Context: an optimization exercise on an open-source flow, tuned for small area, a short achievable clock period and few clock cycles per item. The choices shown serve that exercise and are no tape-out recipe. RTL that was checked went through simulation tests only; none was proved equivalent to the original.

==> branch onyx: inputs <==
==> flow/design.v (excerpt) <==
module cave_automaton_5x5_step_top #(
  parameter int MAX_WIDTH = 64
) (
  input  wire logic                          clk,
  input  wire logic                          rst_n,
  input  wire logic                          in_valid,
  output logic                               in_stall,
  input  wire logic [MAX_WIDTH-1:0]          in_source_cells,
  output logic                               out_valid,
  input  wire logic                          out_stall,
  output logic      [MAX_WIDTH-1:0]          out_result_cells,
  output logic      [cave5_pkg::HeightW-1:0] out_line_index,
  output logic                               out_last_line,
  input  wire logic                          psel,
  input  wire logic                          penable,
  input  wire logic                          pwrite,
  input  wire logic [cave5_pkg::AddrW-1:0]   paddr,
  input  wire logic [cave5_pkg::DataW-1:0]   pwdata,
  output logic      [cave5_pkg::DataW-1:0]   prdata,
  output logic                               pready
);
Settings: LEC_CHECK=0, CAP_MARGIN=20, CORE_MARGIN=2, CORE_UTILIZATION=50, SETUP_SLACK_MARGIN=4.7, SLEW_MARGIN=20, SYNTH_HIERARCHICAL=1, SYNTH_MINIMUM_KEEP_SIZE=0, TNS_END_PERCENT=10; clock period 8.0 ns.
run.sh (not shown) runs the stock make flow with config.mk's settings and CLKGATE_MAP_FILE= SYNTH_SCRIPT=/design/flow/synth_recipe.tcl, a recipe that flattens the netlist after the stock synthesis.
==> branch pepper (differences from branch onyx) <==
--- a/flow/design.v
+++ b/flow/design.v
@@ -112,11 +112,10 @@
 `default_nettype wire
 `default_nettype none
 module cave5_line (
   input  wire logic [4:0][63:0]              rows,
   input  wire logic [63:0]                   wmask,
-  input  wire logic                          row4_on,
   input  wire logic [63:0]                   inner,
   input  wire logic [cave5_pkg::NearW-1:0]   near_thr,
   input  wire logic [cave5_pkg::FarW-1:0]    far_lim,
   output logic      [63:0]                   res
 );
@@ -125,22 +124,21 @@
   assign k = ~far_lim;
   assign {l[1:0], m[1:0], u[1:0], v[1:0]}         = '0;
   assign {l[67:66], m[67:66], u[67:66], v[67:66]} = '0;
   for (genvar x = 0; x < 64; x++) begin : g_col
     cave5_fa u_c3 (.a(rows[1][x]), .b(rows[2][x]), .c(rows[3][x]), .s(l[x+2]), .co(m[x+2]));
-    cave5_uv u_uv (.a0(rows[0][x]), .a4(rows[4][x]), .on(row4_on), .u(u[x+2]), .v(v[x+2]));
+    assign u[x+2] = rows[0][x] ^ rows[4][x];
+    assign v[x+2] = rows[0][x] & rows[4][x];
   end
-  assign res[0]  = rows[2][0] & wmask[0];
-  assign res[63] = rows[2][63] & wmask[63];
-  for (genvar x = 1; x < 63; x++) begin : g_cell
+  for (genvar x = 0; x < 64; x++) begin : g_cell
     logic n0, a1, b1, c2;
     logic u0, u1, v1, v2;
     logic x0, x1, h1;
     logic y1, y2, z1, z2, w1, w2, h2;
-    logic p2, p3, q2, q3;
+    logic p2, p3, q2, q3, r3;
     logic [3:0] near_cnt;
-    logic near_ok;
+    logic near_ok, far_over;
     cave5_fa u_nl (.a(l[x+1]), .b(l[x+2]), .c(l[x+3]), .s(n0), .co(a1));
     cave5_fa u_nm (.a(m[x+1]), .b(m[x+2]), .c(m[x+3]), .s(b1), .co(c2));
     assign near_cnt = {c2 & a1 & b1, c2 ^ (a1 & b1), a1 ^ b1, n0};
     assign near_ok  = cave5_pkg::uge({1'b0, near_cnt}, {1'b0, near_thr});
     cave5_fa u_u  (.a(u[x+1]), .b(u[x+2]), .c(u[x+3]), .s(u0), .co(u1));
@@ -151,47 +149,21 @@
     cave5_fa u_z  (.a(a1), .b(b1), .c(u1), .s(z1), .co(z2));
     cave5_fa u_w  (.a(v1), .b(x1), .c(y1), .s(w1), .co(w2));
     assign h2 = (z1 & w1) | (z1 & h1) | (w1 & h1);
     cave5_fa u_p  (.a(c2), .b(v2), .c(y2), .s(p2), .co(p3));
     cave5_fa u_q  (.a(z2), .b(w2), .c(p2), .s(q2), .co(q3));
-    cave5_fin u_fin (.p3(p3), .q3(q3), .q2(q2), .h2(h2), .k(k[4:2]),
-                     .keep(inner[x] | (rows[2][x] & wmask[x])), .kill(inner[x] & !near_ok),
-                     .res(res[x]));
-  end
-endmodule
-module cave5_fin (
-  input  wire logic       p3,
-  input  wire logic       q3,
-  input  wire logic       q2,
-  input  wire logic       h2,
-  input  wire logic [4:2] k,
-  input  wire logic       keep,
-  input  wire logic       kill,
-  output logic            res
-);
-  logic r3;
-  logic over;
-  assign r3 = k[2] ? (q2 | h2) : (q2 & h2);
-  always_comb begin
-    case (k[4:3])
-      2'b11:   over = p3 | q3 | r3;
-      2'b10:   over = (p3 & q3) | (p3 & r3) | (q3 & r3);
-      2'b01:   over = p3 & q3 & r3;
-      default: over = 1'b0;
-    endcase
+    assign r3 = k[2] ? (q2 | h2) : (q2 & h2);
+    always_comb begin
+      case (k[4:3])
+        2'b11:   far_over = p3 | q3 | r3;
+        2'b10:   far_over = (p3 & q3) | (p3 & r3) | (q3 & r3);
+        2'b01:   far_over = p3 & q3 & r3;
+        default: far_over = 1'b0;
+      endcase
+    end
+    assign res[x] = inner[x] ? (near_ok || !far_over) : (rows[2][x] && wmask[x]);
   end
-  assign res = keep & !(kill & over);
-endmodule
-module cave5_uv (
-  input  wire logic a0,
-  input  wire logic a4,
-  input  wire logic on,
-  output logic      u,
-  output logic      v
-);
-  assign u = on ? (a0 ^ a4) : a0;
-  assign v = on & a0 & a4;
 endmodule
 module cave5_fa (
   input  wire logic a,
   input  wire logic b,
   input  wire logic c,
@@ -277,23 +249,17 @@
   logic                          acc;
   logic                          a_last;
   logic [63:0]                   in_m;
   logic [4:0][63:0]              rows;
   logic [63:0]                   res;
-  logic c_any;     
-  logic c_free;    
-  logic e_free;    
-  assign tail    = t1_r || t2_r;
-  assign c_any   = r_v && !r_emit && !tail;
-  assign c_free  = r_v && !(r_emit && tail);
-  assign e_free  = t1_r || t2_r || (r_v && r_emit && !tail);
   assign o_free  = !o_v || !out_stall;
-  assign consume = c_any || (c_free && !o_v) || (c_free && !out_stall);
+  assign tail    = t1_r || t2_r;
+  assign consume = r_v && (r_emit ? (o_free && !tail) : (o_free || !tail));
   assign t1_emit = t1_r && o_free;
   assign t2_emit = t2_r && o_free;
-  assign emit    = (e_free && !o_v) || (e_free && !out_stall);
-  assign shift   = c_any || ((c_free || t1_r) && !o_v) || ((c_free || t1_r) && !out_stall);
+  assign emit    = t1_emit || t2_emit || (consume && r_emit);
+  assign shift   = consume || t1_emit;
   assign r_load  = !r_v || consume;
   assign in_stall = b_v;
   assign acc      = in_valid && !b_v;
   assign in_m     = in_source_cells & wmask;
   assign a_last   = cnt_r >= height - 12'd1;
@@ -370,15 +336,14 @@
   end
   assign rows[0] = s_r[0];
   assign rows[1] = s_r[1];
   assign rows[2] = s_r[2];
   assign rows[3] = s_r[3];
-  assign rows[4] = r_cells;
+  assign rows[4] = r_cells & {64{row4_r}};
   cave5_line u_line (
     .rows     (rows),
     .wmask    (wmask),
-    .row4_on  (row4_r),
     .inner    (inner & {64{!(t2_r || (!t1_r && r_top0))}}),
     .near_thr (near_thr),
     .far_lim  (far_lim),
     .res      (res)
   );
==> flow/config.mk (replaced) <==
export PLATFORM = sky130hd
export DESIGN_NAME = cave_automaton_5x5_step_top
export DESIGN_NICKNAME = cave_automaton_5x5_step_top
export VERILOG_FILES = /design/flow/design.v
export SDC_FILE = /design/flow/constraint.sdc
export NUM_CORES = 4
export LEC_CHECK = 0
export ABC_CLOCK_PERIOD_IN_PS = 3000
export CAP_MARGIN = 20
export CORE_MARGIN = 2
export CORE_UTILIZATION = 40
export SETUP_SLACK_MARGIN = 4.5
export SLEW_MARGIN = 20
export SYNTH_HIERARCHICAL = 1
export SYNTH_MINIMUM_KEEP_SIZE = 0
==> branch nickel (differences from branch onyx) <==
==> flow/config.mk (replaced) <==
export PLATFORM = sky130hd
export DESIGN_NAME = cave_automaton_5x5_step_top
export DESIGN_NICKNAME = cave_automaton_5x5_step_top
export VERILOG_FILES = /design/flow/design.v
export SDC_FILE = /design/flow/constraint.sdc
export NUM_CORES = 4
export LEC_CHECK = 0
export ABC_CLOCK_PERIOD_IN_PS = 3000
export CAP_MARGIN = 20
export CORE_MARGIN = 2
export CORE_UTILIZATION = 55
export SETUP_SLACK_MARGIN = 4.5
export SLEW_MARGIN = 20
export SYNTH_HIERARCHICAL = 1
export SYNTH_MINIMUM_KEEP_SIZE = 0
==> run notes <==
Branch nickel produced a clean layout. Branch onyx completed and failed the layout checks on capacitance limit, slew limit. Branch pepper finished clean.
Global-route usage, highest first: branch nickel, branch onyx, branch pepper.
Of branch onyx and branch nickel, branch nickel has the higher wire length (gap about 0.27%, measured against branch nickel).
Against branch pepper, the clock skew of branch onyx is lower by 8.3 ps.
The highest die area belongs to branch pepper, the lowest to branch nickel.
Against branch nickel, the setup slack of branch onyx is higher by 69 ps.
Against branch pepper, the synthesized cell count of branch onyx is smaller by about 0.25%.
The highest core utilization belongs to branch nickel, the lowest to branch pepper.
Testbench counts of branch onyx, summed over its fixed seeds: cycles 5,012, lines 4,820.
Testbench counts of branch nickel, summed over its fixed seeds: cycles 5,012, lines 4,820.
Function not checked in branch pepper: the RTL went through the layout flow alone.

-- what the ideal ports hide --
The results above use ideal ports. As a check the final layouts listed here were re-extracted and re-timed, cells and wires unchanged. Step 1 sets driving cells, clkbuf_16 on the clock port and buf_2 on the other inputs (assumed; they add their load-dependent delay and slew). Step 2, shift: input delay + t, output delay - t, t = (earliest + latest rising clock arrival at the registers) / 2. This alone moves slack from input paths to output paths. Three values: ideal ports, drivers, drivers and shift; two values: the first two.
| run | shift t [ns] | slack for setup (ns) | worst setup path after step 2 | worst slew at a driven data input, ns | pins driven straight from the clock port |
|---|---|---|---|---|---|
| branch onyx | 0.689 | 4.566 / 4.539 / 3.850 | input to register | 0.13 | 1 |
| branch pepper | 0.710 | 4.457 / 4.457 / 3.934 | input to register | 0.20 | 1 |
| branch nickel | 0.682 | 4.496 / 4.496 / 3.847 | input to register | 0.21 | 1 |
For branch onyx, which loses most, drivers alone change the setup slack by -0.027 ns; drivers and shift together by -0.716 ns.
